What follows belongs to an exercise in optimizing a design on an open flow for small area and a short achievable clock period; a production flow would make more cautious choices. Function was checked by simulation only, so behaviour that the tests miss may differ from the original. No driver is modelled on the clock port, so clocking that relies on it looks cheaper here than on a real chip. Power is estimated from default activity; no workload was simulated.

// array_mp4
module array_mp4 (
    input  logic        clk,
    input  logic        rst,
    input  logic [31:0] addr,
    input  logic [3:0]  we,
    input  logic [31:0] di,
    input  logic [3:0]  valid,
    output logic [3:0]  ready,
    output logic [31:0] dout
);
For scale: roughly 4500 cells after synthesis, about 110 I/O pins.
clock: 7.5 ns
lec_check: 0
cap_margin: 30
core_margin: 2
core_utilization: 40
cts_buf_list: sky130_fd_sc_hd__clkbuf_8
setup_slack_margin: 4.0
slew_margin: 30
synth_hierarchical: 1
tns_end_percent: 0
run.sh (not shown) runs the stock make flow with config.mk's settings and CLKGATE_MAP_FILE= SYNTH_SCRIPT=/design/flow/synth_recipe.tcl, a recipe that flattens the netlist after the stock synthesis.
The starting point went through all stages and came out clean.
==> next run, changes <==
CORE_UTILIZATION = 50   (was 40)
CTS_BUF_LIST = unset   (was sky130_fd_sc_hd__clkbuf_8)
CTS_CLUSTER_DIAMETER = 100   (was unset)
CTS_CLUSTER_SIZE = 20   (was unset)
After rerunning: The new run completed without violations; cell count shrinks by 13%; clock power shrinks by about 28%; worst setup slack degrades by 0.21 ns; synthesized cell count does not change; global-route usage grows by 5.5 points; clock skew shrinks by 0.029 ns; design area shrinks by about 3.7%; flip-flop and latch count does not change.

========
v44:
Another version of the RTL of array_mp4 (not shown whole).
Size in the first run: about 4700 cells after synthesis, roughly 2200 flip-flops, roughly 110 I/O pins, about 0.080 mm2 of cells after synthesis.
Settings: LEC_CHECK=0, CAP_MARGIN=30, CORE_MARGIN=2, CORE_UTILIZATION=40, CTS_CLUSTER_DIAMETER=100, CTS_CLUSTER_SIZE=20, SETUP_SLACK_MARGIN=4.5, SLEW_MARGIN=30, SYNTH_HIERARCHICAL=1, TNS_END_PERCENT=0; clock period 7.5 ns.
standard.sh (not shown) runs the stock make flow with config.mk's settings and CLKGATE_MAP_FILE= SYNTH_SCRIPT=/design/flow/synth_recipe.tcl, a recipe that flattens the netlist after the stock synthesis.
==> flow/flow/run.sh <==
#!/bin/bash
# The standard layout (the standard.sh, ORFS from synthesis to finish) with these changes:
#  - port buffers are buf_4 cells (the default pick is a delay cell), and
#  - timing repair may change a cell's footprint (MATCH_CELL_FOOTPRINT=0), so
#    those port buffers and the logic can be resized freely;
#  - CTS adds no dummy load cells (CTS_CLUSTER_SIZE/DIAMETER from config.mk still apply);
#  - before the placement-stage repair_design, flow/pre_resize.tcl caps net fanout at 32;
#  - after CTS, flow/post_cts.tcl upsizes the read tree's late stages and repairs again.
# Each tool's output goes to the ORFS logs under orfs/logs; make's own output to make.log.
set -euo pipefail
cfg() { sed -n "s/^export $1 *= *//p" config.mk | tail -1; }
cts_args="-sink_clustering_enable -repair_clock_nets -dont_use_dummy_load"
cs=$(cfg CTS_CLUSTER_SIZE); cd_=$(cfg CTS_CLUSTER_DIAMETER)
[[ -n "$cs" ]] && cts_args="$cts_args -sink_clustering_size $cs"
[[ -n "$cd_" ]] && cts_args="$cts_args -sink_clustering_max_diameter $cd_"
export BUFFER_PORTS_ARGS="-buffer_cell sky130_fd_sc_hd__buf_4"
export MATCH_CELL_FOOTPRINT=0
export CTS_ARGS="$cts_args"
export PRE_RESIZE_TCL="$PWD/flow/pre_resize.tcl"
export POST_CTS_TCL="$PWD/flow/post_cts.tcl"
echo "CTS_ARGS=$CTS_ARGS" > run_settings.log
bash standard.sh \
  "BUFFER_PORTS_ARGS=$BUFFER_PORTS_ARGS" \
  "MATCH_CELL_FOOTPRINT=$MATCH_CELL_FOOTPRINT" \
  "CTS_ARGS=$CTS_ARGS" \
  "PRE_RESIZE_TCL=$PRE_RESIZE_TCL" \
  "POST_CTS_TCL=$POST_CTS_TCL" \
  finish > make.log 2>&1
test -f out/final.def
==> flow/flow/post_cts.tcl <==
# After CTS and its timing repair: upsize the late stages of the read tree, whose
# nets are long, then let repair_timing settle and re-legalize the placement.
#   - a NAND4 that drives a flip-flop (4 groups of one bit, registered) becomes nand4_2
#   - an O21AI that drives a NAND4 (one group of one bit, gated by its high select) becomes o21ai_2
proc amp_load_refs {inst} {
  set refs {}
  foreach p [get_pins -of_objects $inst -filter "direction == output"] {
    foreach lp [get_pins -of_objects [get_nets -of_objects $p] -filter "direction == input"] {
      lappend refs [get_property [get_cells -of_objects $lp] ref_name]
    }
  }
  return $refs
}
set amp_resized 0
foreach inst [get_cells *] {
  set ref [get_property $inst ref_name]
  if {[string match "sky130_fd_sc_hd__nand4_*" $ref]} {
    if {[lsearch -glob [amp_load_refs $inst] "*dfxtp_*"] >= 0} {
      replace_cell $inst sky130_fd_sc_hd__nand4_2
      incr amp_resized
    }
  } elseif {[string match "sky130_fd_sc_hd__o21ai_*" $ref] && $ref ne "sky130_fd_sc_hd__o21ai_4"} {
    if {[lsearch -glob [amp_load_refs $inst] "*nand4_*"] >= 0} {
      replace_cell $inst sky130_fd_sc_hd__o21ai_2
      incr amp_resized
    }
  }
}
puts "post_cts: resized $amp_resized read-tree cells"
estimate_parasitics -placement
report_worst_slack
repair_timing_helper
detailed_placement
check_placement -verbose
estimate_parasitics -placement
report_worst_slack
report_design_area
==> flow/flow/pre_resize.tcl <==
# Before the placement-stage repair_design: cap every net's fanout, so that the
# one-hot select nets of the read array (128 loads each, spread over the die) and
# other wide nets are driven through a buffer tree instead of one long net.
set_max_fanout 32 [current_design]
The inputs of v50 differ from those of v44 as listed below.
==> flow/flow/run.sh <==
#!/bin/bash
# The standard layout (the standard.sh, ORFS from synthesis to finish) with three changes:
#  - port buffers are buf_4 cells (the default pick is a delay cell), and
#  - timing repair may change a cell's footprint (MATCH_CELL_FOOTPRINT=0), so
#    those port buffers and the logic can be resized freely;
#  - CTS adds no dummy load cells (CTS_CLUSTER_SIZE/DIAMETER from config.mk still apply).
# Each tool's output goes to the ORFS logs under orfs/logs; make's own output to make.log.
set -euo pipefail
cfg() { sed -n "s/^export $1 *= *//p" config.mk | tail -1; }
cts_args="-sink_clustering_enable -repair_clock_nets -dont_use_dummy_load"
cs=$(cfg CTS_CLUSTER_SIZE); cd_=$(cfg CTS_CLUSTER_DIAMETER)
[[ -n "$cs" ]] && cts_args="$cts_args -sink_clustering_size $cs"
[[ -n "$cd_" ]] && cts_args="$cts_args -sink_clustering_max_diameter $cd_"
export BUFFER_PORTS_ARGS="-buffer_cell sky130_fd_sc_hd__buf_4"
export MATCH_CELL_FOOTPRINT=0
export CTS_ARGS="$cts_args"
echo "CTS_ARGS=$CTS_ARGS" > run_settings.log
bash standard.sh \
  "BUFFER_PORTS_ARGS=$BUFFER_PORTS_ARGS" \
  "MATCH_CELL_FOOTPRINT=$MATCH_CELL_FOOTPRINT" \
  "CTS_ARGS=$CTS_ARGS" \
  finish > make.log 2>&1
test -f out/final.def
removed: flow/flow/post_cts.tcl
removed: flow/flow/pre_resize.tcl
## What came out
- Overall via count from detail_route was lower in the run labelled v50.
- DRC violation total after the first TritonRoute iteration was lower in v50 than in v44.
- Summary — global-route track usage on met1, v50 relative to v44: lower, by 2.9 points.
- Area growth from synthesis to layout (v50 over v44): decrease, 3.2 points
- Looking at cell area, v50 sits about 2.7% below v44.
Input changes introduced in v11 (baseline for comparison: v50):
- a change of CORE_UTILIZATION from 40 to 50
--- a/flow/flow/run.sh
+++ b/flow/flow/run.sh
@@ -1,8 +1,9 @@
 #!/bin/bash
-# The standard layout (the standard.sh, ORFS from synthesis to finish) with three changes:
+# The standard layout (the standard.sh, ORFS from synthesis to finish) with these changes:
 #  - port buffers are buf_4 cells (the default pick is a delay cell), and
 #  - timing repair may change a cell's footprint (MATCH_CELL_FOOTPRINT=0), so
 #    those port buffers and the logic can be resized freely;
-#  - CTS adds no dummy load cells (CTS_CLUSTER_SIZE/DIAMETER from config.mk still apply).
+#  - CTS adds no dummy load cells (CTS_CLUSTER_SIZE/DIAMETER from config.mk still apply);
+#  - after CTS, flow/post_cts.tcl upsizes the read tree's late stages and repairs again.
 # Each tool's output goes to the ORFS logs under orfs/logs; make's own output to make.log.
 set -euo pipefail
@@ -15,4 +16,5 @@
 export MATCH_CELL_FOOTPRINT=0
 export CTS_ARGS="$cts_args"
+export POST_CTS_TCL="$PWD/flow/post_cts.tcl"
 echo "CTS_ARGS=$CTS_ARGS" > run_settings.log
 bash standard.sh \
@@ -20,4 +22,5 @@
   "MATCH_CELL_FOOTPRINT=$MATCH_CELL_FOOTPRINT" \
   "CTS_ARGS=$CTS_ARGS" \
+  "POST_CTS_TCL=$POST_CTS_TCL" \
   finish > make.log 2>&1
 test -f out/final.def
==> flow/flow/post_cts.tcl (new file) <==
# After CTS and its timing repair: upsize the late stages of the read tree, whose
# nets are long, then let repair_timing settle and re-legalize the placement.
#   - a NAND4 that drives a flip-flop (4 groups of one bit, registered) becomes nand4_2
#   - an O21AI that drives a NAND4 (one group of one bit, gated by its high select) becomes o21ai_2
proc amp_load_refs {inst} {
  set refs {}
  foreach p [get_pins -of_objects $inst -filter "direction == output"] {
    foreach lp [get_pins -of_objects [get_nets -of_objects $p] -filter "direction == input"] {
      lappend refs [get_property [get_cells -of_objects $lp] ref_name]
    }
  }
  return $refs
}
set amp_resized 0
foreach inst [get_cells *] {
  set ref [get_property $inst ref_name]
  if {[string match "sky130_fd_sc_hd__nand4_*" $ref]} {
    if {[lsearch -glob [amp_load_refs $inst] "*dfxtp_*"] >= 0} {
      replace_cell $inst sky130_fd_sc_hd__nand4_2
      incr amp_resized
    }
  } elseif {[string match "sky130_fd_sc_hd__o21ai_*" $ref] && $ref ne "sky130_fd_sc_hd__o21ai_4"} {
    if {[lsearch -glob [amp_load_refs $inst] "*nand4_*"] >= 0} {
      replace_cell $inst sky130_fd_sc_hd__o21ai_2
      incr amp_resized
    }
  }
}
puts "post_cts: resized $amp_resized read-tree cells"
estimate_parasitics -placement
report_worst_slack
repair_timing_helper
detailed_placement
check_placement -verbose
estimate_parasitics -placement
report_worst_slack
report_design_area
Findings:
Number of clock-tree buffers in the layout came out exactly the same in v50 and v11. Per the comparison of v11 with v50, iteration count of the initial detailed-routing pass +2, clock period minus final worst setup slack went down, arrival time at the worst endpoint shrank by 0.18 ns. v50 tops out at a lower clock frequency than v11. In the reports for v50 and v11, the larger logic gate share of total power belongs to v11. The sequential share of layout area was comparable across v50 and v11. From v50 to v11 the numbers moved as follows: minimum hold slack now smaller, share of the clock period used by the worst path after layout now smaller.
diff inputs: v11 => v47
- a change of CORE_UTILIZATION from 50 to 40
### Flow results
v47 gives less wire length than v11 did.
Clock-pin slew reported for the worst setup and hold paths after clock tree synthesis of v47 is on par with v11.
v11 has a lower clock network power share than v47.
Layout overhead on the synthesized area of v47 is on par with v11.
v47: global-route usage over all layers lower than v11
In v47 the transition time of the tightest slew-check pin turned out 0.037 ns lower than in v11.
[v47] count of placed standard cells including taps rose 560 relative to v11
v47 vs. v11: peak supply drop now sits higher, final worst setup slack now sits lower.
Area of the die: v47 vs v11 up about 25%

## port drivers added, routing unchanged
Ports are ideal in the flow. The routed layouts listed here were re-timed in OpenROAD.
Step 1: set_driving_cell puts a clkbuf_16 on clk and a buf_2 on each other input, an assumption about the parent block.
Step 2, shift: input delay + t, output delay - t, t = (earliest + latest rising clock arrival at the registers) / 2. This alone moves slack from input paths to output paths.
Three values: ideal, step 1, step 2; two values: the first two.
run	t (ns)	setup WS [ns]	hold slack, ns	clock arrival spread, ns	cell pins on the clock port's net
the first run of note 1	1.092	3.612 / 3.511 / 2.419	0.578 / 0.578 / 0.578	0.097 / 0.098	1
the second run of note 1	0.865	3.403 / 3.450 / 2.585	0.569 / 0.569 / 0.569	0.045 / 0.045	1
v44	0.834	4.058 / 3.985 / 3.257	0.625 / 0.625 / 0.625	0.059 / 0.059	1
v50	0.854	3.901 / 3.945 / 3.091	0.615 / 0.615 / 0.615	0.079 / 0.078	1
v11	0.834	4.126 / 4.078 / 3.292	0.608 / 0.579 / 0.608	0.054 / 0.054	1
v47	0.861	4.067 / 3.979 / 3.256	0.584 / 0.584 / 0.584	0.078 / 0.078	1
After both steps setup and hold are still met in every run listed. For the first run of note 1, which loses most, drivers alone change the setup slack by -0.101 ns; drivers and shift together by -1.193 ns.
